This is an optimization exercise on Yosys and OpenROAD, whose aim is small area, a short achievable clock period and few clock cycles, not a production implementation. No run shown here included a check of the RTL's function; only the layout flow was run. Power and IR drop assume default switching activity.

==> flow/design.v <==
module conv_rescaler #(
    parameter int NB_PIXEL = 19,
    parameter int NB_COUNT = 32,
    parameter int NB_OUT   = 8,
    parameter int NB_FRAC  = 16
) (
    input  logic                clock,
    input  logic                reset,
    input  logic                i_extremesValid,
    input  logic [NB_PIXEL-1:0] i_maxValue,
    input  logic [NB_PIXEL-1:0] i_minValue,
    input  logic [NB_COUNT-1:0] i_imageSize,
    input  logic                i_valid,
    input  logic [NB_PIXEL-1:0] i_convValue,
    output logic                o_ready,
    output logic [NB_OUT-1:0]   o_pixel,
    output logic                o_valid,
    output logic                o_endSignal
);
    localparam int NB_R     = NB_PIXEL;
    localparam int NB_SCALE = NB_OUT + NB_FRAC;           
    localparam int ND       = (NB_R + 2) / 2;             
    localparam int LC       = 10;                         
    localparam logic [NB_SCALE-1:0] DIVIDEND = {{NB_OUT{1'b1}}, {NB_FRAC{1'b0}}};
    logic                 busy_q, init_q, prep_q, div_q, run_q;
    logic                 init_d, prep_d, div_d, run_d;
    logic                 v0_q, l0_q, v1_q, l1_q, v2_q, l2_q, v3_q, e3_q;
    logic [NB_PIXEL:0]    c_q;        
    logic [NB_PIXEL-1:0]  min_q, max_q;
    logic                 gt_q;       
    logic [NB_R-1:0]      range_q;
    logic [NB_COUNT-1:0]  count_q;    
    logic [NB_SCALE-1:0]  scale_q;
    logic [3*ND-2:0]      bd_q;       
    logic [NB_SCALE-1:LC] psa_q, psb_q;
    logic                 pc_q;
    logic [NB_OUT-1:0]    pixel_q;
    logic idle, accept, last_acc, lone_end, start;
    logic [NB_PIXEL:0]    delta;      
    logic                 d_neg, d_big, span_ok;   
    logic [NB_R-1:0]      d_clamp;
    logic [NB_R+1:0]      dx;         
    logic [ND-1:0]        b_one, b_two, b_neg;
    logic [NB_R-1:0]      rem_next;
    logic                 q_bit, dbit_next;
    logic [NB_R-1:0]      lead;       
    logic [NB_R-1:0]      rem_init;
    logic [NB_SCALE:0]    ra, rb;
    logic [LC-1:0]        lo_sum;
    logic                 lo_c;
    logic [NB_SCALE-LC-1:0] hi_sum;
    logic [NB_COUNT-1:0]  count_dec;
    logic [NB_R:0]        dsum;
    logic                 dsub_c, gt;
    assign idle     = !busy_q;
    assign accept   = i_valid && run_q;
    assign last_acc = accept && (count_q == NB_COUNT'(1));
    assign start    = idle && i_extremesValid;
    assign lone_end = start && (i_imageSize == '0);
    cr_add #(NB_PIXEL + 1) u_delta (
        .a(c_q), .b(~{min_q[NB_PIXEL-1], min_q}), .ci(1'b1),
        .s(delta), .co());
    assign d_neg   = delta[NB_PIXEL];
    assign span_ok = (range_q != '0);
    cr_add #(NB_PIXEL) u_gt (
        .a({~i_convValue[NB_PIXEL-1], i_convValue[NB_PIXEL-2:0]}),
        .b(~{~max_q[NB_PIXEL-1], max_q[NB_PIXEL-2:0]}), .ci(1'b0), .s(), .co(gt));
    assign d_big = gt_q;
    always_comb begin
        d_clamp = delta[NB_R-1:0];
        if (d_neg)
            d_clamp = '0;
        else if (d_big)
            d_clamp = range_q;
    end
    assign dx = {1'b0, d_clamp, 1'b0};
    always_comb begin
        for (int r = 0; r < ND; r++) begin
            b_one[r] = dx[2*r+1] ^ dx[2*r];
            b_two[r] = (dx[2*r+2] && !dx[2*r+1] && !dx[2*r]) || (!dx[2*r+2] && dx[2*r+1] && dx[2*r]);
            b_neg[r] = dx[2*r+2];
        end
    end
    always_comb begin
        for (int i = 0; i < NB_R; i++) begin
            lead[i] = range_q[i];
            for (int j = i + 1; j < NB_R; j++)
                if (range_q[j]) lead[i] = 1'b0;
        end
        for (int i = 0; i < NB_R; i++) begin
            rem_init[i] = 1'b0;
            for (int j = i + 1; j <= i + NB_OUT && j < NB_R; j++)
                rem_init[i] = rem_init[i] | lead[j];
        end
    end
    cr_add #(NB_R + 1) u_div (.a(c_q), .b(~{1'b0, range_q}), .ci(1'b1), .s(dsum), .co(dsub_c));
    assign q_bit     = dsub_c;
    assign rem_next  = q_bit ? dsum[NB_R-1:0] : c_q[NB_R-1:0];
    assign dbit_next = (scale_q[NB_SCALE-2:NB_OUT-1] == '0);
    cr_add #(NB_COUNT) u_cnt (.a(count_q), .b('1), .ci(1'b0), .s(count_dec), .co());
    cr_mul u_mul (.a(scale_q), .one(bd_q[ND-1:0]), .two(bd_q[2*ND-1:ND]),
                  .neg({1'b0, bd_q[3*ND-2:2*ND]}), .ra(ra), .rb(rb));
    cr_add #(LC) u_lo (.a(ra[LC-1:0]), .b(rb[LC-1:0]), .ci(1'b0), .s(lo_sum), .co(lo_c));
    cr_add #(NB_SCALE - LC) u_hi (.a(psa_q), .b(psb_q), .ci(pc_q), .s(hi_sum), .co());
    assign init_d = start && !lone_end;
    assign prep_d = init_q;
    assign div_d  = (prep_q && span_ok) || (div_q && !scale_q[NB_SCALE-1]);
    assign run_d  = (prep_q && !span_ok) || (div_q && scale_q[NB_SCALE-1]) || (run_q && !last_acc);
    always_ff @(posedge clock or negedge reset) begin
        if (!reset) begin
            busy_q <= 1'b0;
            init_q <= 1'b0;
            prep_q <= 1'b0;
            div_q  <= 1'b0;
            run_q  <= 1'b0;
            v0_q   <= 1'b0;
            l0_q   <= 1'b0;
            v1_q   <= 1'b0;
            l1_q   <= 1'b0;
            v2_q   <= 1'b0;
            l2_q   <= 1'b0;
            v3_q   <= 1'b0;
            e3_q   <= 1'b0;
        end else begin
            busy_q <= init_d || prep_d || div_d || run_d;
            init_q <= init_d;
            prep_q <= prep_d;
            div_q  <= div_d;
            run_q  <= run_d;
            v0_q   <= accept;
            l0_q   <= last_acc;
            v1_q   <= v0_q;
            l1_q   <= l0_q;
            v2_q   <= v1_q;
            l2_q   <= v1_q && l1_q;
            v3_q   <= v2_q;
            e3_q   <= l2_q || lone_end;
        end
    end
    always_ff @(posedge clock) begin
        if (idle)
            c_q <= {i_maxValue[NB_PIXEL-1], i_maxValue};
        else if (prep_q)
            c_q <= {rem_init, (lead[NB_R-1:NB_OUT] == '0)};
        else if (div_q)
            c_q <= {rem_next, dbit_next};
        else
            c_q <= {i_convValue[NB_PIXEL-1], i_convValue};
        if (idle) begin
            min_q   <= i_minValue;
            max_q   <= i_maxValue;
            count_q <= i_imageSize;
        end else if (accept) begin
            count_q <= count_dec;
        end
        if (init_q)
            range_q <= d_neg ? '0 : delta[NB_R-1:0];    
        if (prep_q)
            scale_q <= NB_SCALE'(lead);            
        else if (div_q)
            scale_q <= {scale_q[NB_SCALE-2:0], q_bit};
        bd_q <= {b_neg[ND-2:0], b_two, b_one};
        gt_q <= gt;
        psa_q   <= ra[NB_SCALE-1:LC];
        psb_q   <= rb[NB_SCALE-1:LC];
        pc_q    <= lo_c;
        pixel_q <= hi_sum[NB_SCALE-LC-1:NB_FRAC-LC];
    end
    assign o_ready     = run_q;
    assign o_pixel     = pixel_q;
    assign o_valid     = v3_q;
    assign o_endSignal = e3_q;
endmodule
module cr_add #(
    parameter int W = 8
) (
    input  logic [W-1:0] a,
    input  logic [W-1:0] b,
    input  logic         ci,
    output logic [W-1:0] s,
    output logic         co
);
    localparam int L = $clog2(W + 1);
    localparam int N = 1 << L;
    logic [N-1:0] g, p, x;
    always_comb begin
        x = '0;
        g = '0;
        p = '0;
        x[W-1:0] = a ^ b;
        g[W-1:0] = a & b;
        p[W-1:0] = x[W-1:0];
        g[0] = g[0] | (p[0] & ci);
        for (int d = 0; d < L; d++)
            for (int i = (2 << d) - 1; i < N; i += (2 << d)) begin
                g[i] = g[i] | (p[i] & g[i - (1 << d)]);
                p[i] = p[i] & p[i - (1 << d)];
            end
        for (int d = L - 2; d >= 0; d--)
            for (int i = 3 * (1 << d) - 1; i < N; i += (2 << d)) begin
                g[i] = g[i] | (p[i] & g[i - (1 << d)]);
                p[i] = p[i] & p[i - (1 << d)];
            end
        s[0] = x[0] ^ ci;
        for (int i = 1; i < W; i++)
            s[i] = x[i] ^ g[i - 1];
        co = g[W - 1];
    end
endmodule
module cr_mul (input logic [23:0] a, input logic [9:0] one, input logic [9:0] two, input logic [9:0] neg, output logic [24:0] ra, output logic [24:0] rb);
wire pp1;
wire pp2;
wire pp3;
wire pp4;
wire pp5;
wire pp6;
wire pp7;
wire pp8;
wire pp9;
wire pp10;
wire pp11;
wire pp12;
wire pp13;
wire pp14;
wire pp15;
wire pp16;
wire pp17;
wire pp18;
wire pp19;
wire pp20;
wire pp21;
wire pp22;
wire pp23;
wire pp24;
wire pp25;
wire pp26;
wire pp27;
wire pp28;
wire pp29;
wire pp30;
wire pp31;
wire pp32;
wire pp33;
wire pp34;
wire pp35;
wire pp36;
wire pp37;
wire pp38;
wire pp39;
wire pp40;
wire pp41;
wire pp42;
wire pp43;
wire pp44;
wire pp45;
wire pp46;
wire pp47;
wire pp48;
wire pp49;
wire pp50;
wire pp51;
wire pp52;
wire pp53;
wire pp54;
wire pp55;
wire pp56;
wire pp57;
wire pp58;
wire pp59;
wire pp60;
wire pp61;
wire pp62;
wire pp63;
wire pp64;
wire pp65;
wire pp66;
wire pp67;
wire pp68;
wire pp69;
wire pp70;
wire pp71;
wire pp72;
wire pp73;
wire pp74;
wire pp75;
wire pp76;
wire pp77;
wire pp78;
wire pp79;
wire pp80;
wire pp81;
wire pp82;
wire pp83;
wire pp84;
wire pp85;
wire pp86;
wire pp87;
wire pp88;
wire pp89;
wire pp90;
wire pp91;
wire pp92;
wire pp93;
wire pp94;
wire pp95;
wire pp96;
wire pp97;
wire pp98;
wire pp99;
wire pp100;
wire pp101;
wire pp102;
wire pp103;
wire pp104;
wire pp105;
wire pp106;
wire pp107;
wire pp108;
wire pp109;
wire pp110;
wire pp111;
wire pp112;
wire pp113;
wire pp114;
wire pp115;
wire pp116;
wire pp117;
wire pp118;
wire pp119;
wire pp120;
wire pp121;
wire pp122;
wire pp123;
wire pp124;
wire pp125;
wire pp126;
wire pp127;
wire pp128;
wire pp129;
wire pp130;
wire pp131;
wire pp132;
wire pp133;
wire pp134;
wire pp135;
wire pp136;
wire pp137;
wire pp138;
wire pp139;
wire pp140;
wire pp141;
wire pp142;
wire pp143;
wire pp144;
wire pp145;
wire pp146;
wire pp147;
wire pp148;
wire pp149;
wire pp150;
wire pp151;
wire pp152;
wire pp153;
wire pp154;
wire pp155;
wire pp156;
wire pp157;
wire pp158;
wire pp159;
wire pp160;
wire s161;
wire c162;
wire s163;
wire c164;
wire s165;
wire c166;
wire s167;
wire c168;
wire s169;
wire c170;
wire s171;
wire c172;
wire s173;
wire c174;
wire s175;
wire c176;
wire s177;
wire c178;
wire s179;
wire c180;
wire s181;
wire c182;
wire s183;
wire c184;
wire s185;
wire c186;
wire s187;
wire c188;
wire s189;
wire c190;
wire s191;
wire c192;
wire s193;
wire c194;
wire s195;
wire c196;
wire s197;
wire c198;
wire s199;
wire c200;
wire s201;
wire c202;
wire s203;
wire c204;
wire s205;
wire c206;
wire s207;
wire c208;
wire s209;
wire c210;
wire s211;
wire c212;
wire s213;
wire c214;
wire s215;
wire c216;
wire s217;
wire c218;
wire s219;
wire c220;
wire s221;
wire c222;
wire s223;
wire c224;
wire s225;
wire c226;
wire s227;
wire c228;
wire s229;
wire c230;
wire s231;
wire c232;
wire s233;
wire c234;
wire s235;
wire c236;
wire s237;
wire c238;
wire s239;
wire c240;
wire s241;
wire c242;
wire s243;
wire c244;
wire s245;
wire c246;
wire s247;
wire c248;
wire s249;
wire c250;
wire s251;
wire c252;
wire s253;
wire c254;
wire s255;
wire c256;
wire s257;
wire c258;
wire s259;
wire c260;
wire s261;
wire c262;
wire s263;
wire c264;
wire s265;
wire c266;
wire s267;
wire c268;
wire s269;
wire c270;
wire s271;
wire c272;
wire s273;
wire c274;
wire s275;
wire c276;
wire s277;
wire c278;
wire s279;
wire c280;
wire s281;
wire c282;
wire s283;
wire c284;
wire s285;
wire c286;
wire s287;
wire c288;
wire s289;
wire c290;
wire s291;
wire c292;
wire s293;
wire c294;
wire s295;
wire c296;
wire s297;
wire c298;
wire s299;
wire c300;
wire s301;
wire c302;
wire s303;
wire c304;
wire s305;
wire c306;
wire s307;
wire c308;
wire s309;
wire c310;
wire s311;
wire c312;
wire s313;
wire c314;
wire s315;
wire c316;
wire s317;
wire c318;
wire s319;
wire c320;
wire s321;
wire c322;
wire s323;
wire c324;
wire s325;
wire c326;
wire s327;
wire c328;
wire s329;
wire c330;
wire s331;
wire c332;
wire s333;
wire c334;
wire s335;
wire c336;
wire s337;
wire c338;
wire s339;
wire c340;
wire s341;
wire c342;
wire s343;
wire c344;
wire s345;
wire c346;
wire s347;
wire c348;
wire s349;
wire c350;
wire s351;
wire c352;
wire s353;
wire c354;
wire s355;
wire c356;
wire s357;
wire c358;
wire s359;
wire c360;
wire s361;
wire c362;
wire s363;
wire c364;
wire s365;
wire c366;
wire s367;
wire c368;
wire s369;
wire c370;
wire s371;
wire c372;
wire s373;
wire c374;
wire s375;
wire c376;
wire s377;
wire c378;
wire s379;
wire c380;
wire s381;
wire c382;
wire s383;
wire c384;
wire s385;
wire c386;
wire s387;
wire c388;
wire s389;
wire c390;
wire s391;
wire c392;
wire s393;
wire c394;
wire s395;
wire c396;
wire s397;
wire c398;
wire s399;
wire c400;
wire x401;
wire x402;
wire x403;
wire x404;
wire x405;
wire x406;
wire x407;
wire x408;
wire x409;
wire x410;
wire x411;
wire x412;
wire x413;
wire x414;
wire x415;
wire x416;
assign pp1 = ((one[0] & a[0])) ^ neg[0];
assign pp2 = ((one[0] & a[1]) | (two[0] & a[0])) ^ neg[0];
assign pp3 = ((one[0] & a[2]) | (two[0] & a[1])) ^ neg[0];
assign pp4 = ((one[0] & a[3]) | (two[0] & a[2])) ^ neg[0];
assign pp5 = ((one[0] & a[4]) | (two[0] & a[3])) ^ neg[0];
assign pp6 = ((one[0] & a[5]) | (two[0] & a[4])) ^ neg[0];
assign pp7 = ((one[0] & a[6]) | (two[0] & a[5])) ^ neg[0];
assign pp8 = ((one[0] & a[7]) | (two[0] & a[6])) ^ neg[0];
assign pp9 = ((one[0] & a[8]) | (two[0] & a[7])) ^ neg[0];
assign pp10 = ((one[0] & a[9]) | (two[0] & a[8])) ^ neg[0];
assign pp11 = ((one[0] & a[10]) | (two[0] & a[9])) ^ neg[0];
assign pp12 = ((one[0] & a[11]) | (two[0] & a[10])) ^ neg[0];
assign pp13 = ((one[0] & a[12]) | (two[0] & a[11])) ^ neg[0];
assign pp14 = ((one[0] & a[13]) | (two[0] & a[12])) ^ neg[0];
assign pp15 = ((one[0] & a[14]) | (two[0] & a[13])) ^ neg[0];
assign pp16 = ((one[0] & a[15]) | (two[0] & a[14])) ^ neg[0];
assign pp17 = ((one[0] & a[16]) | (two[0] & a[15])) ^ neg[0];
assign pp18 = ((one[0] & a[17]) | (two[0] & a[16])) ^ neg[0];
assign pp19 = ((one[0] & a[18]) | (two[0] & a[17])) ^ neg[0];
assign pp20 = ((one[0] & a[19]) | (two[0] & a[18])) ^ neg[0];
assign pp21 = ((one[0] & a[20]) | (two[0] & a[19])) ^ neg[0];
assign pp22 = ((one[0] & a[21]) | (two[0] & a[20])) ^ neg[0];
assign pp23 = ((one[0] & a[22]) | (two[0] & a[21])) ^ neg[0];
assign pp24 = ((one[0] & a[23]) | (two[0] & a[22])) ^ neg[0];
assign pp25 = ((two[0] & a[23])) ^ neg[0];
assign pp26 = ((one[1] & a[0])) ^ neg[1];
assign pp27 = ((one[1] & a[1]) | (two[1] & a[0])) ^ neg[1];
assign pp28 = ((one[1] & a[2]) | (two[1] & a[1])) ^ neg[1];
assign pp29 = ((one[1] & a[3]) | (two[1] & a[2])) ^ neg[1];
assign pp30 = ((one[1] & a[4]) | (two[1] & a[3])) ^ neg[1];
assign pp31 = ((one[1] & a[5]) | (two[1] & a[4])) ^ neg[1];
assign pp32 = ((one[1] & a[6]) | (two[1] & a[5])) ^ neg[1];
assign pp33 = ((one[1] & a[7]) | (two[1] & a[6])) ^ neg[1];
assign pp34 = ((one[1] & a[8]) | (two[1] & a[7])) ^ neg[1];
assign pp35 = ((one[1] & a[9]) | (two[1] & a[8])) ^ neg[1];
assign pp36 = ((one[1] & a[10]) | (two[1] & a[9])) ^ neg[1];
assign pp37 = ((one[1] & a[11]) | (two[1] & a[10])) ^ neg[1];
assign pp38 = ((one[1] & a[12]) | (two[1] & a[11])) ^ neg[1];
assign pp39 = ((one[1] & a[13]) | (two[1] & a[12])) ^ neg[1];
assign pp40 = ((one[1] & a[14]) | (two[1] & a[13])) ^ neg[1];
assign pp41 = ((one[1] & a[15]) | (two[1] & a[14])) ^ neg[1];
assign pp42 = ((one[1] & a[16]) | (two[1] & a[15])) ^ neg[1];
assign pp43 = ((one[1] & a[17]) | (two[1] & a[16])) ^ neg[1];
assign pp44 = ((one[1] & a[18]) | (two[1] & a[17])) ^ neg[1];
assign pp45 = ((one[1] & a[19]) | (two[1] & a[18])) ^ neg[1];
assign pp46 = ((one[1] & a[20]) | (two[1] & a[19])) ^ neg[1];
assign pp47 = ((one[1] & a[21]) | (two[1] & a[20])) ^ neg[1];
assign pp48 = ((one[1] & a[22]) | (two[1] & a[21])) ^ neg[1];
assign pp49 = ((one[2] & a[0])) ^ neg[2];
assign pp50 = ((one[2] & a[1]) | (two[2] & a[0])) ^ neg[2];
assign pp51 = ((one[2] & a[2]) | (two[2] & a[1])) ^ neg[2];
assign pp52 = ((one[2] & a[3]) | (two[2] & a[2])) ^ neg[2];
assign pp53 = ((one[2] & a[4]) | (two[2] & a[3])) ^ neg[2];
assign pp54 = ((one[2] & a[5]) | (two[2] & a[4])) ^ neg[2];
assign pp55 = ((one[2] & a[6]) | (two[2] & a[5])) ^ neg[2];
assign pp56 = ((one[2] & a[7]) | (two[2] & a[6])) ^ neg[2];
assign pp57 = ((one[2] & a[8]) | (two[2] & a[7])) ^ neg[2];
assign pp58 = ((one[2] & a[9]) | (two[2] & a[8])) ^ neg[2];
assign pp59 = ((one[2] & a[10]) | (two[2] & a[9])) ^ neg[2];
assign pp60 = ((one[2] & a[11]) | (two[2] & a[10])) ^ neg[2];
assign pp61 = ((one[2] & a[12]) | (two[2] & a[11])) ^ neg[2];
assign pp62 = ((one[2] & a[13]) | (two[2] & a[12])) ^ neg[2];
assign pp63 = ((one[2] & a[14]) | (two[2] & a[13])) ^ neg[2];
assign pp64 = ((one[2] & a[15]) | (two[2] & a[14])) ^ neg[2];
assign pp65 = ((one[2] & a[16]) | (two[2] & a[15])) ^ neg[2];
assign pp66 = ((one[2] & a[17]) | (two[2] & a[16])) ^ neg[2];
assign pp67 = ((one[2] & a[18]) | (two[2] & a[17])) ^ neg[2];
assign pp68 = ((one[2] & a[19]) | (two[2] & a[18])) ^ neg[2];
assign pp69 = ((one[2] & a[20]) | (two[2] & a[19])) ^ neg[2];
assign pp70 = ((one[3] & a[0])) ^ neg[3];
assign pp71 = ((one[3] & a[1]) | (two[3] & a[0])) ^ neg[3];
assign pp72 = ((one[3] & a[2]) | (two[3] & a[1])) ^ neg[3];
assign pp73 = ((one[3] & a[3]) | (two[3] & a[2])) ^ neg[3];
assign pp74 = ((one[3] & a[4]) | (two[3] & a[3])) ^ neg[3];
assign pp75 = ((one[3] & a[5]) | (two[3] & a[4])) ^ neg[3];
assign pp76 = ((one[3] & a[6]) | (two[3] & a[5])) ^ neg[3];
assign pp77 = ((one[3] & a[7]) | (two[3] & a[6])) ^ neg[3];
assign pp78 = ((one[3] & a[8]) | (two[3] & a[7])) ^ neg[3];
assign pp79 = ((one[3] & a[9]) | (two[3] & a[8])) ^ neg[3];
assign pp80 = ((one[3] & a[10]) | (two[3] & a[9])) ^ neg[3];
assign pp81 = ((one[3] & a[11]) | (two[3] & a[10])) ^ neg[3];
assign pp82 = ((one[3] & a[12]) | (two[3] & a[11])) ^ neg[3];
assign pp83 = ((one[3] & a[13]) | (two[3] & a[12])) ^ neg[3];
assign pp84 = ((one[3] & a[14]) | (two[3] & a[13])) ^ neg[3];
assign pp85 = ((one[3] & a[15]) | (two[3] & a[14])) ^ neg[3];
assign pp86 = ((one[3] & a[16]) | (two[3] & a[15])) ^ neg[3];
assign pp87 = ((one[3] & a[17]) | (two[3] & a[16])) ^ neg[3];
assign pp88 = ((one[3] & a[18]) | (two[3] & a[17])) ^ neg[3];
assign pp89 = ((one[4] & a[0])) ^ neg[4];
assign pp90 = ((one[4] & a[1]) | (two[4] & a[0])) ^ neg[4];
assign pp91 = ((one[4] & a[2]) | (two[4] & a[1])) ^ neg[4];
assign pp92 = ((one[4] & a[3]) | (two[4] & a[2])) ^ neg[4];
assign pp93 = ((one[4] & a[4]) | (two[4] & a[3])) ^ neg[4];
assign pp94 = ((one[4] & a[5]) | (two[4] & a[4])) ^ neg[4];
assign pp95 = ((one[4] & a[6]) | (two[4] & a[5])) ^ neg[4];
assign pp96 = ((one[4] & a[7]) | (two[4] & a[6])) ^ neg[4];
assign pp97 = ((one[4] & a[8]) | (two[4] & a[7])) ^ neg[4];
assign pp98 = ((one[4] & a[9]) | (two[4] & a[8])) ^ neg[4];
assign pp99 = ((one[4] & a[10]) | (two[4] & a[9])) ^ neg[4];
assign pp100 = ((one[4] & a[11]) | (two[4] & a[10])) ^ neg[4];
assign pp101 = ((one[4] & a[12]) | (two[4] & a[11])) ^ neg[4];
assign pp102 = ((one[4] & a[13]) | (two[4] & a[12])) ^ neg[4];
assign pp103 = ((one[4] & a[14]) | (two[4] & a[13])) ^ neg[4];
assign pp104 = ((one[4] & a[15]) | (two[4] & a[14])) ^ neg[4];
assign pp105 = ((one[4] & a[16]) | (two[4] & a[15])) ^ neg[4];
assign pp106 = ((one[5] & a[0])) ^ neg[5];
assign pp107 = ((one[5] & a[1]) | (two[5] & a[0])) ^ neg[5];
assign pp108 = ((one[5] & a[2]) | (two[5] & a[1])) ^ neg[5];
assign pp109 = ((one[5] & a[3]) | (two[5] & a[2])) ^ neg[5];
assign pp110 = ((one[5] & a[4]) | (two[5] & a[3])) ^ neg[5];
assign pp111 = ((one[5] & a[5]) | (two[5] & a[4])) ^ neg[5];
assign pp112 = ((one[5] & a[6]) | (two[5] & a[5])) ^ neg[5];
assign pp113 = ((one[5] & a[7]) | (two[5] & a[6])) ^ neg[5];
assign pp114 = ((one[5] & a[8]) | (two[5] & a[7])) ^ neg[5];
assign pp115 = ((one[5] & a[9]) | (two[5] & a[8])) ^ neg[5];
assign pp116 = ((one[5] & a[10]) | (two[5] & a[9])) ^ neg[5];
assign pp117 = ((one[5] & a[11]) | (two[5] & a[10])) ^ neg[5];
assign pp118 = ((one[5] & a[12]) | (two[5] & a[11])) ^ neg[5];
assign pp119 = ((one[5] & a[13]) | (two[5] & a[12])) ^ neg[5];
assign pp120 = ((one[5] & a[14]) | (two[5] & a[13])) ^ neg[5];
assign pp121 = ((one[6] & a[0])) ^ neg[6];
assign pp122 = ((one[6] & a[1]) | (two[6] & a[0])) ^ neg[6];
assign pp123 = ((one[6] & a[2]) | (two[6] & a[1])) ^ neg[6];
assign pp124 = ((one[6] & a[3]) | (two[6] & a[2])) ^ neg[6];
assign pp125 = ((one[6] & a[4]) | (two[6] & a[3])) ^ neg[6];
assign pp126 = ((one[6] & a[5]) | (two[6] & a[4])) ^ neg[6];
assign pp127 = ((one[6] & a[6]) | (two[6] & a[5])) ^ neg[6];
assign pp128 = ((one[6] & a[7]) | (two[6] & a[6])) ^ neg[6];
assign pp129 = ((one[6] & a[8]) | (two[6] & a[7])) ^ neg[6];
assign pp130 = ((one[6] & a[9]) | (two[6] & a[8])) ^ neg[6];
assign pp131 = ((one[6] & a[10]) | (two[6] & a[9])) ^ neg[6];
assign pp132 = ((one[6] & a[11]) | (two[6] & a[10])) ^ neg[6];
assign pp133 = ((one[6] & a[12]) | (two[6] & a[11])) ^ neg[6];
assign pp134 = ((one[7] & a[0])) ^ neg[7];
assign pp135 = ((one[7] & a[1]) | (two[7] & a[0])) ^ neg[7];
assign pp136 = ((one[7] & a[2]) | (two[7] & a[1])) ^ neg[7];
assign pp137 = ((one[7] & a[3]) | (two[7] & a[2])) ^ neg[7];
assign pp138 = ((one[7] & a[4]) | (two[7] & a[3])) ^ neg[7];
assign pp139 = ((one[7] & a[5]) | (two[7] & a[4])) ^ neg[7];
assign pp140 = ((one[7] & a[6]) | (two[7] & a[5])) ^ neg[7];
assign pp141 = ((one[7] & a[7]) | (two[7] & a[6])) ^ neg[7];
assign pp142 = ((one[7] & a[8]) | (two[7] & a[7])) ^ neg[7];
assign pp143 = ((one[7] & a[9]) | (two[7] & a[8])) ^ neg[7];
assign pp144 = ((one[7] & a[10]) | (two[7] & a[9])) ^ neg[7];
assign pp145 = ((one[8] & a[0])) ^ neg[8];
assign pp146 = ((one[8] & a[1]) | (two[8] & a[0])) ^ neg[8];
assign pp147 = ((one[8] & a[2]) | (two[8] & a[1])) ^ neg[8];
assign pp148 = ((one[8] & a[3]) | (two[8] & a[2])) ^ neg[8];
assign pp149 = ((one[8] & a[4]) | (two[8] & a[3])) ^ neg[8];
assign pp150 = ((one[8] & a[5]) | (two[8] & a[4])) ^ neg[8];
assign pp151 = ((one[8] & a[6]) | (two[8] & a[5])) ^ neg[8];
assign pp152 = ((one[8] & a[7]) | (two[8] & a[6])) ^ neg[8];
assign pp153 = ((one[8] & a[8]) | (two[8] & a[7])) ^ neg[8];
assign pp154 = (one[9] & a[0]);
assign pp155 = (one[9] & a[1]) | (two[9] & a[0]);
assign pp156 = (one[9] & a[2]) | (two[9] & a[1]);
assign pp157 = (one[9] & a[3]) | (two[9] & a[2]);
assign pp158 = (one[9] & a[4]) | (two[9] & a[3]);
assign pp159 = (one[9] & a[5]) | (two[9] & a[4]);
assign pp160 = (one[9] & a[6]) | (two[9] & a[5]);
assign s161 = pp17 ^ pp40;
assign c162 = pp17 & pp40;
assign s163 = pp18 ^ pp41;
assign c164 = pp18 & pp41;
assign s165 = pp19 ^ pp42 ^ pp63;
assign c166 = (pp19 & pp42) | (pp19 & pp63) | (pp42 & pp63);
assign s167 = pp20 ^ pp43 ^ pp64;
assign c168 = (pp20 & pp43) | (pp20 & pp64) | (pp43 & pp64);
assign s169 = pp21 ^ pp44 ^ pp65;
assign c170 = (pp21 & pp44) | (pp21 & pp65) | (pp44 & pp65);
assign s171 = pp22 ^ pp45 ^ pp66;
assign c172 = (pp22 & pp45) | (pp22 & pp66) | (pp45 & pp66);
assign s173 = pp23 ^ pp46 ^ pp67;
assign c174 = (pp23 & pp46) | (pp23 & pp67) | (pp46 & pp67);
assign s175 = pp24 ^ pp47 ^ pp68;
assign c176 = (pp24 & pp47) | (pp24 & pp68) | (pp47 & pp68);
assign s177 = pp11 ^ pp34;
assign c178 = pp11 & pp34;
assign s179 = pp12 ^ pp35;
assign c180 = pp12 & pp35;
assign s181 = pp13 ^ pp36 ^ pp57;
assign c182 = (pp13 & pp36) | (pp13 & pp57) | (pp36 & pp57);
assign s183 = pp76 ^ pp93;
assign c184 = pp76 & pp93;
assign s185 = pp14 ^ pp37 ^ pp58;
assign c186 = (pp14 & pp37) | (pp14 & pp58) | (pp37 & pp58);
assign s187 = pp77 ^ pp94;
assign c188 = pp77 & pp94;
assign s189 = pp15 ^ pp38 ^ pp59;
assign c190 = (pp15 & pp38) | (pp15 & pp59) | (pp38 & pp59);
assign s191 = pp78 ^ pp95 ^ pp110;
assign c192 = (pp78 & pp95) | (pp78 & pp110) | (pp95 & pp110);
assign s193 = pp123 ^ pp134;
assign c194 = pp123 & pp134;
assign s195 = pp16 ^ pp39 ^ pp60;
assign c196 = (pp16 & pp39) | (pp16 & pp60) | (pp39 & pp60);
assign s197 = pp79 ^ pp96 ^ pp111;
assign c198 = (pp79 & pp96) | (pp79 & pp111) | (pp96 & pp111);
assign s199 = pp124 ^ pp135;
assign c200 = pp124 & pp135;
assign s201 = pp61 ^ pp80 ^ pp97;
assign c202 = (pp61 & pp80) | (pp61 & pp97) | (pp80 & pp97);
assign s203 = pp112 ^ pp125 ^ pp136;
assign c204 = (pp112 & pp125) | (pp112 & pp136) | (pp125 & pp136);
assign s205 = pp145 ^ neg[8] ^ s161;
assign c206 = (pp145 & neg[8]) | (pp145 & s161) | (neg[8] & s161);
assign s207 = pp62 ^ pp81 ^ pp98;
assign c208 = (pp62 & pp81) | (pp62 & pp98) | (pp81 & pp98);
assign s209 = pp113 ^ pp126 ^ pp137;
assign c210 = (pp113 & pp126) | (pp113 & pp137) | (pp126 & pp137);
assign s211 = pp146 ^ s163 ^ c162;
assign c212 = (pp146 & s163) | (pp146 & c162) | (s163 & c162);
assign s213 = pp82 ^ pp99 ^ pp114;
assign c214 = (pp82 & pp99) | (pp82 & pp114) | (pp99 & pp114);
assign s215 = pp127 ^ pp138 ^ pp147;
assign c216 = (pp127 & pp138) | (pp127 & pp147) | (pp138 & pp147);
assign s217 = pp154 ^ s165 ^ c164;
assign c218 = (pp154 & s165) | (pp154 & c164) | (s165 & c164);
assign s219 = pp83 ^ pp100 ^ pp115;
assign c220 = (pp83 & pp100) | (pp83 & pp115) | (pp100 & pp115);
assign s221 = pp128 ^ pp139 ^ pp148;
assign c222 = (pp128 & pp139) | (pp128 & pp148) | (pp139 & pp148);
assign s223 = pp155 ^ s167 ^ c166;
assign c224 = (pp155 & s167) | (pp155 & c166) | (s167 & c166);
assign s225 = pp84 ^ pp101 ^ pp116;
assign c226 = (pp84 & pp101) | (pp84 & pp116) | (pp101 & pp116);
assign s227 = pp129 ^ pp140 ^ pp149;
assign c228 = (pp129 & pp140) | (pp129 & pp149) | (pp140 & pp149);
assign s229 = pp156 ^ s169 ^ c168;
assign c230 = (pp156 & s169) | (pp156 & c168) | (s169 & c168);
assign s231 = pp85 ^ pp102 ^ pp117;
assign c232 = (pp85 & pp102) | (pp85 & pp117) | (pp102 & pp117);
assign s233 = pp130 ^ pp141 ^ pp150;
assign c234 = (pp130 & pp141) | (pp130 & pp150) | (pp141 & pp150);
assign s235 = pp157 ^ s171 ^ c170;
assign c236 = (pp157 & s171) | (pp157 & c170) | (s171 & c170);
assign s237 = pp86 ^ pp103 ^ pp118;
assign c238 = (pp86 & pp103) | (pp86 & pp118) | (pp103 & pp118);
assign s239 = pp131 ^ pp142 ^ pp151;
assign c240 = (pp131 & pp142) | (pp131 & pp151) | (pp142 & pp151);
assign s241 = pp158 ^ s173 ^ c172;
assign c242 = (pp158 & s173) | (pp158 & c172) | (s173 & c172);
assign s243 = pp87 ^ pp104 ^ pp119;
assign c244 = (pp87 & pp104) | (pp87 & pp119) | (pp104 & pp119);
assign s245 = pp132 ^ pp143 ^ pp152;
assign c246 = (pp132 & pp143) | (pp132 & pp152) | (pp143 & pp152);
assign s247 = pp159 ^ s175 ^ c174;
assign c248 = (pp159 & s175) | (pp159 & c174) | (s175 & c174);
assign s249 = pp7 ^ pp30;
assign c250 = pp7 & pp30;
assign s251 = pp8 ^ pp31;
assign c252 = pp8 & pp31;
assign s253 = pp9 ^ pp32 ^ pp53;
assign c254 = (pp9 & pp32) | (pp9 & pp53) | (pp32 & pp53);
assign s255 = pp72 ^ pp89;
assign c256 = pp72 & pp89;
assign s257 = pp10 ^ pp33 ^ pp54;
assign c258 = (pp10 & pp33) | (pp10 & pp54) | (pp33 & pp54);
assign s259 = pp73 ^ pp90;
assign c260 = pp73 & pp90;
assign s261 = pp55 ^ pp74 ^ pp91;
assign c262 = (pp55 & pp74) | (pp55 & pp91) | (pp74 & pp91);
assign s263 = pp106 ^ neg[5] ^ s177;
assign c264 = (pp106 & neg[5]) | (pp106 & s177) | (neg[5] & s177);
assign s265 = pp56 ^ pp75 ^ pp92;
assign c266 = (pp56 & pp75) | (pp56 & pp92) | (pp75 & pp92);
assign s267 = pp107 ^ s179 ^ c178;
assign c268 = (pp107 & s179) | (pp107 & c178) | (s179 & c178);
assign s269 = pp108 ^ pp121 ^ neg[6];
assign c270 = (pp108 & pp121) | (pp108 & neg[6]) | (pp121 & neg[6]);
assign s271 = s181 ^ s183 ^ c180;
assign c272 = (s181 & s183) | (s181 & c180) | (s183 & c180);
assign s273 = pp109 ^ pp122 ^ s185;
assign c274 = (pp109 & pp122) | (pp109 & s185) | (pp122 & s185);
assign s275 = s187 ^ c182 ^ c184;
assign c276 = (s187 & c182) | (s187 & c184) | (c182 & c184);
assign s277 = neg[7] ^ s189 ^ s191;
assign c278 = (neg[7] & s189) | (neg[7] & s191) | (s189 & s191);
assign s279 = s193 ^ c186 ^ c188;
assign c280 = (s193 & c186) | (s193 & c188) | (c186 & c188);
assign s281 = s195 ^ s197 ^ s199;
assign c282 = (s195 & s197) | (s195 & s199) | (s197 & s199);
assign s283 = c190 ^ c192 ^ c194;
assign c284 = (c190 & c192) | (c190 & c194) | (c192 & c194);
assign s285 = s201 ^ s203 ^ s205;
assign c286 = (s201 & s203) | (s201 & s205) | (s203 & s205);
assign s287 = c196 ^ c198 ^ c200;
assign c288 = (c196 & c198) | (c196 & c200) | (c198 & c200);
assign s289 = s207 ^ s209 ^ s211;
assign c290 = (s207 & s209) | (s207 & s211) | (s209 & s211);
assign s291 = c202 ^ c204 ^ c206;
assign c292 = (c202 & c204) | (c202 & c206) | (c204 & c206);
assign s293 = s213 ^ s215 ^ s217;
assign c294 = (s213 & s215) | (s213 & s217) | (s215 & s217);
assign s295 = c208 ^ c210 ^ c212;
assign c296 = (c208 & c210) | (c208 & c212) | (c210 & c212);
assign s297 = s219 ^ s221 ^ s223;
assign c298 = (s219 & s221) | (s219 & s223) | (s221 & s223);
assign s299 = c214 ^ c216 ^ c218;
assign c300 = (c214 & c216) | (c214 & c218) | (c216 & c218);
assign s301 = s225 ^ s227 ^ s229;
assign c302 = (s225 & s227) | (s225 & s229) | (s227 & s229);
assign s303 = c220 ^ c222 ^ c224;
assign c304 = (c220 & c222) | (c220 & c224) | (c222 & c224);
assign s305 = s231 ^ s233 ^ s235;
assign c306 = (s231 & s233) | (s231 & s235) | (s233 & s235);
assign s307 = c226 ^ c228 ^ c230;
assign c308 = (c226 & c228) | (c226 & c230) | (c228 & c230);
assign s309 = s237 ^ s239 ^ s241;
assign c310 = (s237 & s239) | (s237 & s241) | (s239 & s241);
assign s311 = c232 ^ c234 ^ c236;
assign c312 = (c232 & c234) | (c232 & c236) | (c234 & c236);
assign s313 = s243 ^ s245 ^ s247;
assign c314 = (s243 & s245) | (s243 & s247) | (s245 & s247);
assign s315 = c238 ^ c240 ^ c242;
assign c316 = (c238 & c240) | (c238 & c242) | (c240 & c242);
assign s317 = pp5 ^ pp28;
assign c318 = pp5 & pp28;
assign s319 = pp6 ^ pp29;
assign c320 = pp6 & pp29;
assign s321 = pp51 ^ pp70 ^ neg[3];
assign c322 = (pp51 & pp70) | (pp51 & neg[3]) | (pp70 & neg[3]);
assign s323 = pp52 ^ pp71 ^ s251;
assign c324 = (pp52 & pp71) | (pp52 & s251) | (pp71 & s251);
assign s325 = neg[4] ^ s253 ^ s255;
assign c326 = (neg[4] & s253) | (neg[4] & s255) | (s253 & s255);
assign s327 = s257 ^ s259 ^ c254;
assign c328 = (s257 & s259) | (s257 & c254) | (s259 & c254);
assign s329 = s261 ^ s263 ^ c258;
assign c330 = (s261 & s263) | (s261 & c258) | (s263 & c258);
assign s331 = s265 ^ s267 ^ c262;
assign c332 = (s265 & s267) | (s265 & c262) | (s267 & c262);
assign s333 = s269 ^ s271 ^ c266;
assign c334 = (s269 & s271) | (s269 & c266) | (s271 & c266);
assign s335 = s273 ^ s275 ^ c270;
assign c336 = (s273 & s275) | (s273 & c270) | (s275 & c270);
assign s337 = s277 ^ s279 ^ c274;
assign c338 = (s277 & s279) | (s277 & c274) | (s279 & c274);
assign s339 = s281 ^ s283 ^ c278;
assign c340 = (s281 & s283) | (s281 & c278) | (s283 & c278);
assign s341 = s285 ^ s287 ^ c282;
assign c342 = (s285 & s287) | (s285 & c282) | (s287 & c282);
assign s343 = s289 ^ s291 ^ c286;
assign c344 = (s289 & s291) | (s289 & c286) | (s291 & c286);
assign s345 = s293 ^ s295 ^ c290;
assign c346 = (s293 & s295) | (s293 & c290) | (s295 & c290);
assign s347 = s297 ^ s299 ^ c294;
assign c348 = (s297 & s299) | (s297 & c294) | (s299 & c294);
assign s349 = s301 ^ s303 ^ c298;
assign c350 = (s301 & s303) | (s301 & c298) | (s303 & c298);
assign s351 = s305 ^ s307 ^ c302;
assign c352 = (s305 & s307) | (s305 & c302) | (s307 & c302);
assign s353 = s309 ^ s311 ^ c306;
assign c354 = (s309 & s311) | (s309 & c306) | (s311 & c306);
assign s355 = s313 ^ s315 ^ c310;
assign c356 = (s313 & s315) | (s313 & c310) | (s315 & c310);
assign s357 = pp3 ^ pp26;
assign c358 = pp3 & pp26;
assign s359 = pp4 ^ pp27;
assign c360 = pp4 & pp27;
assign s361 = pp49 ^ neg[2] ^ s317;
assign c362 = (pp49 & neg[2]) | (pp49 & s317) | (neg[2] & s317);
assign s363 = pp50 ^ s319 ^ c318;
assign c364 = (pp50 & s319) | (pp50 & c318) | (s319 & c318);
assign s365 = s249 ^ s321 ^ c320;
assign c366 = (s249 & s321) | (s249 & c320) | (s321 & c320);
assign s367 = c250 ^ s323 ^ c322;
assign c368 = (c250 & s323) | (c250 & c322) | (s323 & c322);
assign s369 = c252 ^ s325 ^ c324;
assign c370 = (c252 & s325) | (c252 & c324) | (s325 & c324);
assign s371 = c256 ^ s327 ^ c326;
assign c372 = (c256 & s327) | (c256 & c326) | (s327 & c326);
assign s373 = c260 ^ s329 ^ c328;
assign c374 = (c260 & s329) | (c260 & c328) | (s329 & c328);
assign s375 = c264 ^ s331 ^ c330;
assign c376 = (c264 & s331) | (c264 & c330) | (s331 & c330);
assign s377 = c268 ^ s333 ^ c332;
assign c378 = (c268 & s333) | (c268 & c332) | (s333 & c332);
assign s379 = c272 ^ s335 ^ c334;
assign c380 = (c272 & s335) | (c272 & c334) | (s335 & c334);
assign s381 = c276 ^ s337 ^ c336;
assign c382 = (c276 & s337) | (c276 & c336) | (s337 & c336);
assign s383 = c280 ^ s339 ^ c338;
assign c384 = (c280 & s339) | (c280 & c338) | (s339 & c338);
assign s385 = c284 ^ s341 ^ c340;
assign c386 = (c284 & s341) | (c284 & c340) | (s341 & c340);
assign s387 = c288 ^ s343 ^ c342;
assign c388 = (c288 & s343) | (c288 & c342) | (s343 & c342);
assign s389 = c292 ^ s345 ^ c344;
assign c390 = (c292 & s345) | (c292 & c344) | (s345 & c344);
assign s391 = c296 ^ s347 ^ c346;
assign c392 = (c296 & s347) | (c296 & c346) | (s347 & c346);
assign s393 = c300 ^ s349 ^ c348;
assign c394 = (c300 & s349) | (c300 & c348) | (s349 & c348);
assign s395 = c304 ^ s351 ^ c350;
assign c396 = (c304 & s351) | (c304 & c350) | (s351 & c350);
assign s397 = c308 ^ s353 ^ c352;
assign c398 = (c308 & s353) | (c308 & c352) | (s353 & c352);
assign s399 = c312 ^ s355 ^ c354;
assign c400 = (c312 & s355) | (c312 & c354) | (s355 & c354);
assign x401 = pp25 ^ pp48;
assign x402 = pp69 ^ pp88;
assign x403 = pp105 ^ pp120;
assign x404 = pp133 ^ pp144;
assign x405 = pp153 ^ pp160;
assign x406 = x401 ^ x402;
assign x407 = x403 ^ x404;
assign x408 = x405 ^ x406;
assign x409 = x407 ^ c176;
assign x410 = c244 ^ c246;
assign x411 = x408 ^ x409;
assign x412 = x410 ^ x411;
assign x413 = c248 ^ x412;
assign x414 = x413 ^ c314;
assign x415 = c316 ^ x414;
assign x416 = x415 ^ c356;
assign ra = {x416, s399, s397, s395, s393, s391, s389, s387, s385, s383, s381, s379, s377, s375, s373, s371, s369, s367, s365, s363, s361, s359, neg[1], pp2, pp1};
assign rb = {c400, c398, c396, c394, c392, c390, c388, c386, c384, c382, c380, c378, c376, c374, c372, c370, c368, c366, c364, c362, c360, c358, s357, 1'b0, neg[0]};
endmodule
==> flow/flow/run.sh <==
#!/bin/bash
# Standard layout, with the port buffers made from the smallest plain buffer, a clock tree
# of clkbuf_8 buffers without dummy loads, and timing repair aiming 3.5 ns below the clock period.
set -euo pipefail
export BUFFER_PORTS_ARGS="-buffer_cell sky130_fd_sc_hd__buf_1"
export CTS_ARGS="-sink_clustering_enable -repair_clock_nets -dont_use_dummy_load -buf_list {sky130_fd_sc_hd__clkbuf_8}"
export SETUP_SLACK_MARGIN=5.5
bash standard.sh > standard_flow.log 2>&1
==> flow/standard.sh <==
#!/bin/bash
# synth_recipe.tcl (not shown) runs the flow's synth.tcl, then flattens the netlist and writes it again
# the make line also repeats each setting of config.mk as NAME=value (left out here)
make -C /OpenROAD-flow-scripts/flow DESIGN_CONFIG=/design/flow/config.mk WORK_HOME=/design/flow/orfs CLKGATE_MAP_FILE= SYNTH_SCRIPT=/design/flow/synth_recipe.tcl "${@:-finish}"
==> flow/config.mk <==
export PLATFORM = sky130hd
export DESIGN_NAME = conv_rescaler
export DESIGN_NICKNAME = conv_rescaler
export VERILOG_FILES = /design/flow/design.v
export SDC_FILE = /design/flow/constraint.sdc
export NUM_CORES = 4
export LEC_CHECK = 0
export ABC_CLOCK_PERIOD_IN_PS = 3500
export CAP_MARGIN = 20
export CORE_MARGIN = 2
export CORE_UTILIZATION = 40
export SLEW_MARGIN = 20
==> flow/constraint.sdc <==
create_clock -name core_clock -period 9.0 [get_ports {clock}]
set_input_delay 1.8000 -clock core_clock [delete_from_list [all_inputs] [get_ports {clock}]]
set_output_delay 1.8000 -clock core_clock [all_outputs]
set_load 0.01 [all_outputs]
==> reports/metrics.csv, run 1 <==
metric;value;unit
path_buf_inv;2;
min_period;3700;ps
ys_types;72;
antenna_found_initial;0;
start_util;40.6;%
clk_pin_slew_worst_paths;50;ps
async_flop_share;6.10;%
hpwl;30.4;mm
syn_to_final_growth;15.7;%
gp_congestion;0.854;
drv_slew;0;
reg2reg_from;scale_q[16];
cp_data_required_time;9450;ps
die_h;205;um
cts-root-buf;clkbuf_8;
worst_pin_slew;958;ps
critPathTopFamily;adder cells;
overflow;0;
yosysTopAreaCell;edfxtp_1;
syn_area_per_cell;10.2;um^2
cts.path.max_buffers;3;
hold_class;reg2reg;
clock-sinks;213;
vias;12200;
syn_area;16200;um^2
synth.area.top_cells;edfxtp_1 (20%), fa_1 (14%), dfxtp_1 (11%);
path_depth;9;
wl_per_cell;19.5;um
antenna_left;0;
firstDrtPassIters;5;
vias_per_cell;5.48;
fmax;0.270;GHz
drc;0;
ys.flop_type;edfxtp_1;
powerDensity;233;nW/um^2
seq_power_share;30.5;%
power_switching;0.00169;W
vdd_drop_max;0.199;mV
path_common_cell;fa_1;
p_leak;7.54;nW
cts_tree;done;
swShare;38.8;%
crit_start;scale_q[16];
p_comb_share;51.9;%
synth_edf_count;108;
critPathKind;reg2reg;
status;finished clean;
setup_ws;5300;ps
die_width;205;um
synth_warnings;6;
power.internal;0.00267;W
nets;2021;
rr_worst_depth;9;
ys_top_cells_by_count;inv_1 (170), a22oi_1 (141), fa_1 (114);
yosys.area.top_type_share;20.1;%
drt_iter0_drc;924;
dpl_worst_slack;4810;ps
drv_cap;0;
max_stage_delay;540;ps
crit_arrival;4160;ps
timing.hold.ws;346;ps
core;39800;um^2
finalSetupViolations;0;
timing.rr.end;psa_q[19];
drt-total-wl;43.6;mm
min_period_over_period;41.2;%
ios;104;
r2r_slack;5300;ps
crit_path_max_fanout;5;
diodes;0;
row_count;73;
io_buffer_count;103;
syn_inst;1583;
endpoint;psa_q[19];
finalHoldViolations;0;
grt_first_pass_wirelength;69.8;mm
clk_latency;600;ps
rsz0062_at_grt;true;
yosysSeqAreaShare;33.5;%
cp-end-kind;register;
start_kind;register;
track_usage;21.2;%
synthMostInstantiatedCell;inv_1;
fin_skew;101;ps
tns;0;ps
syn_nets;1897;
slowest_stage;fa_1;
path_cells;buf_6 > a22oi_2 > xor2_1 > fa_1 > fa_1 > fa_2 > fa_1 > inv_2 > fa_2;
grt_max_degree;82;
grt_pass1_vias;12600;
h-tree-depth;2;
max_slew_margin;36.2;%
cts_hold_buffers;0;
die_area;42000;um^2
drive_gt1_share;15.4;%
p_clk_share;17.6;%
cts_made_buffers;40;
ys_ff_latch;213;
metal layers:
| layer | global-route usage (%) | vias to the layer above | wire (um) |
|---|---|---|---|
| li1 | - | 5723 | - |
| met1 | 29.3 | 6020 | 19400 |
| met2 | 34.4 | 418 | 20500 |
| met3 | 2.96 | 70 | 2630 |
| met4 | 6.27 | 0 | 1110 |
| met5 | 0 | - | 0 |
worst min path at each step:
stage               endpoint  slack [ps]  startpoint  cells past startpoint
floorplan               l1_q         330        l0_q                      0
global placement        v1_q         330        v0_q                      0
detailed placement      v1_q         340        v0_q                      0
CTS                     v1_q         350        v0_q                      0
global route            v3_q         360        v2_q                      0
finish                  v3_q         350        v2_q                      0
cell families (layout without fill, tap and decap cells):
kind of cell	count (synthesis)	count (layout)	share of synthesized area (%)
fa+ha+maj	221	221	22.4
compound gates	335	335	14.2
simple gates	281	281	8.92
mux	53	53	3.50
xor+xnor	204	204	11.1
buf+inv	276	398	6.52
flops	213	213	33.5
flip-flops by register name, summed over array words and instances (netlist names), 8 cells and up:
register,cells
bd_q,29
c_q,20
count_q,32
max_q,19
min_q,19
pixel_q,8
psa_q,14
psb_q,14
range_q,19
scale_q,24
layout by cell type (no fill, tap or decap), types with 6 or more instances in the layout:
master	synthesis	layout
or2_2	7	7
nor3_1	15	13
dfxtp_1	92	87
o2bb2ai_1	6	6
xor2_1	92	88
nor2_4	0	15
o22ai_1	7	7
fa_1	114	103
xnor2_1	112	110
a22oi_2	0	13
nand3_1	12	12
nor4_1	27	26
nor2_1	84	66
o21ai_0	53	52
fa_2	0	11
nand4_1	8	8
mux2_2	24	24
a21oi_2	1	7
clkbuf_8	0	40
buf_1	23	103
nand3b_1	8	8
a22oi_1	141	128
nor2b_1	22	17
mux2i_1	28	25
and2_1	7	6
ha_1	107	105
inv_1	170	165
a21oi_1	54	48
nand2_1	61	61
buf_16	0	6
dfrtp_1	13	12
a21o_1	18	18
inv_2	0	6
buf_4	0	58
buf_6	2	10
buf_12	0	8
edfxtp_1	108	108
what timing repair did:
| item | 4_1_cts | 5_1_grt |
|---|---|---|
| gates resized for setup | 57 | 67 |
| pin swaps | 46 | 35 |
| endpoints found under the setup margin | 67 | 68 |
| setup buffers | 40 | 15 |
| gates cloned | 6 | 0 |
cell type report:
| cell class | instances | area (um^2) |
|---|---|---|
| Tap cell | 525 | 657 |
| Sequential cell | 213 | 5420 |
| Fill cell | 3821 | 21100 |
| Inverter | 172 | 646 |
| Multi-Input combinational cell | 1094 | 10200 |
| Clock buffer | 40 | 551 |
| Timing Repair Buffer | 186 | 1270 |
through the flow:
stage | utilization [%] | area (um^2) | std cells | total power (W)
after detailed placement | 42.7 | 17000 | 2129 | 0.00353
after global placement | 42.7 | 17000 | 2129 | 0.00345
after global routing | 47.0 | 18700 | 2230 | 0.00486
after CTS | 46.0 | 18300 | 2215 | 0.00438
after floorplan | - | 16200 | 1583 | 0.00302
final | 47.0 | 18700 | 2230 | 0.00436
power groups by stage:
| stage | combinational, W | sequential, W | clock, W |
|---|---|---|---|
| final | 0.00227 | 0.00133 | 0.000767 |
| after global routing | 0.00268 | 0.00135 | 0.000831 |
| after CTS | 0.00225 | 0.00133 | 0.000795 |
| after detailed placement | 0.00218 | 0.00135 | 0 |
| after global placement | 0.00210 | 0.00134 | 0 |
| after floorplan | 0.00173 | 0.00129 | 0 |
==> inputs of run 2 (changes only) <==
==> flow/flow/run.sh (replaced) <==
#!/bin/bash
# Standard layout, with the port buffers made from the smallest plain buffer and a clock tree
# of clkbuf_8 buffers without dummy loads.
set -euo pipefail
export BUFFER_PORTS_ARGS="-buffer_cell sky130_fd_sc_hd__buf_1"
export CTS_ARGS="-sink_clustering_enable -repair_clock_nets -dont_use_dummy_load -buf_list {sky130_fd_sc_hd__clkbuf_8}"
bash standard.sh > standard_flow.log 2>&1
--- a/flow/config.mk
+++ b/flow/config.mk
@@ -5,8 +5,9 @@
 export SDC_FILE = /design/flow/constraint.sdc
 export NUM_CORES = 4
 export LEC_CHECK = 0
-export ABC_CLOCK_PERIOD_IN_PS = 3500
+export ABC_CLOCK_PERIOD_IN_PS = 4000
 export CAP_MARGIN = 20
 export CORE_MARGIN = 2
 export CORE_UTILIZATION = 40
+export SETUP_SLACK_MARGIN = 5
 export SLEW_MARGIN = 20
==> run 2 against run 1 <==
Still clean on timing, DRC and antenna. Sequential cell count did not move. Die area did not move. Register-to-register slack got worse by 110 ps. Sequential share of layout area rose by 1.6 points. Worst setup slack got worse by 110 ps. Count of clock-buffer cells in the layout rose by 1. Via count fell by 2.5%.
==> reports/metrics.csv, run 2 <==
metric;value;unit
status;finished clean;
vdd_drop_max;0.199;mV
yosys.area.top_type_share;20.1;%
ys_ff_latch;213;
io_buffer_count;103;
rr_worst_depth;17;
syn_area;16200;um^2
power.internal;0.00260;W
wl_per_cell;19.0;um
finalPower;0.00423;W
diodes;0;
top_register;count_q;
drt_iter0_drc;802;
yosysSeqAreaShare;33.5;%
antenna_found_initial;0;
holdPathStages;0;
grt_first_pass_wirelength;65.9;mm
track_usage;20.1;%
dpl_worst_slack;4690;ps
vias_per_cell;5.48;
hold_class;reg2reg;
hpwl;29.8;mm
mostFrequentLayoutCell;inv_1;
largest_register_ffs;32;
start_kind;register;
worst_pin_slew;1110;ps
seq_power_share;31.5;%
async_flop_share;6.10;%
powerDensity;239;nW/um^2
die_area;42000;um^2
vias;11900;
drive_gt1_share;8.31;%
cp-end-kind;register;
clock-sinks;213;
grt_pass1_vias;12100;
cts.path.max_buffers;3;
synthMostInstantiatedCell;inv_1;
ys_types;72;
grt_max_degree;82;
crit_arrival;4240;ps
fmax;0.262;GHz
h-tree-depth;2;
max_slew_margin;25.9;%
swShare;38.6;%
core;39800;um^2
p_clk_share;18.3;%
cts-root-buf;clkbuf_8;
ys.flop_type;edfxtp_1;
ios;104;
rsz0062_at_grt;true;
gp_congestion;0.856;
cts_made_buffers;41;
antenna_left;0;
syn_area_per_cell;10.2;um^2
synth.area.top_cells;edfxtp_1 (20%), fa_1 (14%), dfxtp_1 (11%);
syn_to_final_growth;9.57;%
cp_data_required_time;9430;ps
mostFrequentLayoutCells;inv_1 (170), a22oi_1 (140), fa_1 (113);
clk_pin_slew_worst_paths;60;ps
tns;0;ps
overflow;0;
drv_slew;0;
syn_nets;1897;
p_leak;7.16;nW
die_width;205;um
cts_tree;done;
die_h;205;um
row_count;73;
fin_skew;52.7;ps
drv_cap;0;
drt-total-wl;41.2;mm
crit_path_max_fanout;6;
synth_warnings;6;
critPathKind;reg2reg;
finalHoldViolations;0;
start_util;40.6;%
firstDrtPassIters;5;
yosysTopAreaCell;edfxtp_1;
p_comb_share;50.2;%
synth_edf_count;108;
clk_latency;590;ps
finalSetupViolations;0;
nets;1965;
min_period_over_period;42.4;%
min_period;3810;ps
setup_ws;5190;ps
ys_top_cells_by_count;inv_1 (170), a22oi_1 (141), fa_1 (114);
syn_inst;1583;
drc;0;
power_switching;0.00163;W
top_regs;count_q: 32 flops, bd_q: 29 flops, scale_q: 24 flops;
## run 2: changes by cell type in the layout (fill, tap and decap cells not counted), sizes merged
cell and delta:
buf -60, bufbuf +1, clkbuf +3
## run 2: layout make-up
cell class	instances	area [um^2]
fill	3851	22100
timing repair buffer	129	658
multi-input combinational	1094	9780
sequential	213	5410
tap	525	657
inverter	172	646
clock buffer	41	564
## run 2: path summary, 6_finish.rpt
| path | end | slack [ps] | start |
|---|---|---|---|
| worst max register to register | bd_q[9] | 5190 | c_q[0] |
| max in group asynchronous | busy_q | 7310 | reset |
| worst max-delay path | bd_q[9] | 5190 | c_q[0] |
| worst min register to register | v3_q | 350 | v2_q |
| min in group asynchronous | v3_q | 1210 | reset |
| worst min-delay path | v3_q | 350 | v2_q |
## run 2: layer usage
metal	up-vias	GRT usage (%)	part of all wire, %
met5	-	0	0
met4	0	7.63	3.3
met3	99	3.60	6.5
met2	431	31.8	46
met1	5786	27.3	44
li1	5606	-	-
## run 2: power by group through the flow
stage          sequential [W]  combinational (W)  clock, W
2_1_floorplan         0.00129            0.00172         0
3_3_place_gp          0.00135            0.00209         0
3_5_place_dp          0.00135            0.00216         0
4_1_cts               0.00133            0.00218  0.000806
5_1_grt               0.00135            0.00252  0.000837
6_report              0.00133            0.00212  0.000774
## run 2: repair_timing
action | CTS | global route
endpoints found under the hold margin | 0 | 0
pin swaps | 1 | 6
setup endpoints to repair | 46 | 47
cloned | 1 | 2
hold buffers | 0 | 0
buffers inserted | 1 | 3
resized for setup | 5 | 13
## run 2: kinds of logic (layout without fill, tap and decap cells)
family | after synthesis | after routing | share of synthesized area [%]
and+or+nand+nor | 281 | 281 | 8.92
AOI/OAI and AO/OA | 335 | 335 | 14.2
adders and majority gates | 221 | 221 | 22.4
buffers and inverters | 276 | 342 | 6.52
xor gates and xnor gates | 204 | 204 | 11.1
DFF | 213 | 213 | 33.5
muxes | 53 | 53 | 3.50
## run 2: metrics by stage
step	instances	cell area [um^2]	utilization, %	hold slack, ps
global placement	2126	17000	42.6	335
floorplan	1583	16200	-	331
finish	2174	17700	44.5	347
detailed placement	2126	17000	42.6	336
CTS	2169	17600	44.1	350
global route	2174	17700	44.5	356
## run 2: critical path, cell delays in order, from the launching register on
cell and delay [ps]:
dfxtp_1 290, inv_1 90, ha_1 150, inv_1 50, fa_2 370, a211oi_2 250
o21ai_2 110, a31oi_2 190, o31ai_2 130, nor4_2 300, nor3_2 110, a31o_2 260
fa_1 400, xor2_2 250, xnor2_4 180, buf_12 160, nor2_1 60, ha_1 300
==> inputs of run 3 (changes only) <==
--- a/flow/config.mk
+++ b/flow/config.mk
@@ -5,7 +5,7 @@
 export SDC_FILE = /design/flow/constraint.sdc
 export NUM_CORES = 4
 export LEC_CHECK = 0
-export ABC_CLOCK_PERIOD_IN_PS = 4000
+export ABC_CLOCK_PERIOD_IN_PS = 2500
 export CAP_MARGIN = 20
 export CORE_MARGIN = 2
 export CORE_UTILIZATION = 40
==> run 3 against run 2 <==
Still clean on timing, DRC and antenna. Worst hold slack unchanged. Clock power is essentially flat. Synthesized cell count did not move. Maximum frequency unchanged. Sequential share of layout area did not move. Critical endpoint unchanged.
==> reports/metrics.csv, run 3 <==
metric;value;unit
clk_latency;590;ps
diodes;0;
seq_power_share;31.5;%
drt_iter0_drc;802;
max_slew_margin;25.9;%
swShare;38.6;%
min_period;3810;ps
fill_cells;3851;
crit_path_max_fanout;6;
critPathKind;reg2reg;
vias_per_cell;5.48;
fin_skew;52.7;ps
core;39800;um^2
fmax;0.262;GHz
tns;0;ps
final_util;44.5;%
yosysSeqAreaShare;33.5;%
track_usage;20.1;%
p_comb_share;50.2;%
vdd_drop_max;0.199;mV
die_area;42000;um^2
crit_arrival;4240;ps
min_period_over_period;42.4;%
gp_congestion;0.856;
cts.path.max_buffers;3;
worst_pin_slew;1110;ps
firstDrtPassIters;5;
grt_first_pass_wirelength;65.9;mm
syn_nets;1897;
start_kind;register;
io_buffer_count;103;
syn_area;16200;um^2
die_width;205;um
drv_cap;0;
clk_pin_slew_worst_paths;60;ps
power.internal;0.00260;W
synth_edf_count;108;
synth_warnings;6;
cts_made_buffers;41;
cts-root-buf;clkbuf_8;
syn_area_per_cell;10.2;um^2
rsz0062_at_grt;true;
synth.area.top_cells;edfxtp_1 (20%), fa_1 (14%), dfxtp_1 (11%);
ys_ff_latch;213;
row_count;73;
yosys.area.top_type_share;20.1;%
nets;1965;
status;finished clean;
drc;0;
top_regs;count_q: 32 flops, bd_q: 29 flops, scale_q: 24 flops;
h-tree-depth;2;
syn_inst;1583;
drive_gt1_share;8.31;%
p_leak;7.16;nW
ys_types;72;
antenna_left;0;
ios;104;
syn_to_final_growth;9.57;%
overflow;0;
top_register;count_q;
largest_register_ffs;32;
antenna_found_initial;0;
ys_top_cells_by_count;inv_1 (170), a22oi_1 (141), fa_1 (114);
hpwl;29.8;mm
p_clk_share;18.3;%
clock-sinks;213;
power_switching;0.00163;W
yosysTopAreaCell;edfxtp_1;
hold_class;reg2reg;
synthMostInstantiatedCell;inv_1;
mostFrequentLayoutCells;inv_1 (170), a22oi_1 (140), fa_1 (113);
grt_pass1_vias;12100;
die_h;205;um
cts_tree;done;
wl_per_cell;19.0;um
cp_data_required_time;9430;ps
cp-end-kind;register;
drt-total-wl;41.2;mm
powerDensity;239;nW/um^2
async_flop_share;6.10;%
ys.flop_type;edfxtp_1;
vias;11900;
finalSetupViolations;0;
finalHoldViolations;0;
drv_slew;0;
start_util;40.6;%
grt_max_degree;82;
mostFrequentLayoutCell;inv_1;
-- run 3: timing repair --
action	CTS	global route
gates resized for setup	5	13
endpoints found under the hold margin	0	0
setup buffers	1	3
setup endpoints to repair	46	47
pin swaps	1	6
hold buffers	0	0
gates cloned	1	2
-- run 3: final cells by class --
type / instances / area, um^2 / area share, %
sequential: 213 / 5410 / 30.6
timing repair buffer: 129 / 658 / 3.72
inverter: 172 / 646 / 3.64
clock buffer: 41 / 564 / 3.19
tap: 525 / 657 / 3.71
multi-input combinational: 1094 / 9780 / 55.2
-- run 3: stage by stage --
| stage | cell area (um^2) | total power [W] | std cells | hold WS, ps | worst slack (ps) |
|---|---|---|---|---|---|
| floorplan | 16200 | 0.00301 | 1583 | 331 | 5040 |
| detailed placement | 17000 | 0.00351 | 2126 | 336 | 4690 |
| global route | 17700 | 0.00470 | 2174 | 356 | 4920 |
| CTS | 17600 | 0.00431 | 2169 | 350 | 5010 |
| global placement | 17000 | 0.00344 | 2126 | 335 | 4780 |
| finish | 17700 | 0.00423 | 2174 | 347 | 5190 |
-- run 3: worst paths after layout --
check | startpoint | to | slack [ps] | cells past startpoint
worst min-delay path | v2_q | v3_q | 350 | 0
max in group asynchronous | reset | busy_q | 7310 | 1
min in group asynchronous | reset | v3_q | 1210 | 1
worst max register to register | c_q[0] | bd_q[9] | 5190 | 17
worst min register to register | v2_q | v3_q | 350 | 0
worst max-delay path | c_q[0] | bd_q[9] | 5190 | 17
-- run 3: cell families (layout without fill, tap and decap cells) --
family                     after synthesis  count (layout)  share of synthesized area (%)
DFF                                    213             213                           33.5
muxes                                   53              53                           3.50
xor gates and xnor gates               204             204                           11.1
adders and majority gates              221             221                           22.4
and+or+nand+nor                        281             281                           8.92
AOI/OAI and AO/OA                      335             335                           14.2
buffers and inverters                  276             342                           6.52
-- run 3: per-layer routing --
metal / track usage [%] / part of all wire [%] / wire, um / vias to the layer above
met2: 31.8 / 46 / 19000 / 431
met1: 27.3 / 44 / 18200 / 5786
met4: 7.63 / 3.3 / 1370 / 0
met5: 0 / 0 / 0 / -
li1: - / - / - / 5606
met3: 3.60 / 6.5 / 2660 / 99
-- run 3: power by group through the flow --
stage	Sequential [W]	Clock [W]	Combinational, W
3_5_place_dp	0.00135	0	0.00216
4_1_cts	0.00133	0.000806	0.00218
5_1_grt	0.00135	0.000837	0.00252
6_report	0.00133	0.000774	0.00212
3_3_place_gp	0.00135	0	0.00209
2_1_floorplan	0.00129	0	0.00172
-- run 3: worst max-delay path, cell delays in order (launching register included) --
cell      delay [ps]
dfxtp_1          290
inv_1             90
ha_1             150
inv_1             50
fa_2             370
a211oi_2         250
o21ai_2          110
a31oi_2          190
o31ai_2          130
nor4_2           300
nor3_2           110
a31o_2           260
fa_1             400
xor2_2           250
xnor2_4          180
buf_12           160
nor2_1            60
ha_1             300

[afterwards: timing with drivers on the ports]
How much do the figures lean on ideal ports? The routed layouts below were timed once more, with nothing changed but the port constraints. Step 1 (the two cells are an assumption about what drives the block):
set clk [get_ports {clock}]
set_driving_cell -lib_cell sky130_fd_sc_hd__clkbuf_16 $clk
set_driving_cell -lib_cell sky130_fd_sc_hd__buf_2 [delete_from_list [all_inputs] $clk]
Step 2 times the ports against the registers' clock, not the clock port: input delays grow and output delays shrink by t, the midpoint of the rising clock arrivals with the driver on. a / b / c = no drivers / after step 1 / after step 2; a / b = the first two.
run	t, ns	setup slack, ns	hold WS [ns]
run 1	0.599	5.296 / 5.296 / 5.296	0.346 / 0.346 / 0.346
run 2	0.618	5.187 / 5.187 / 5.187	0.347 / 0.347 / 0.347
run 3	0.618	5.187 / 5.187 / 5.187	0.347 / 0.347 / 0.347
After both steps setup and hold are still met in every run listed.
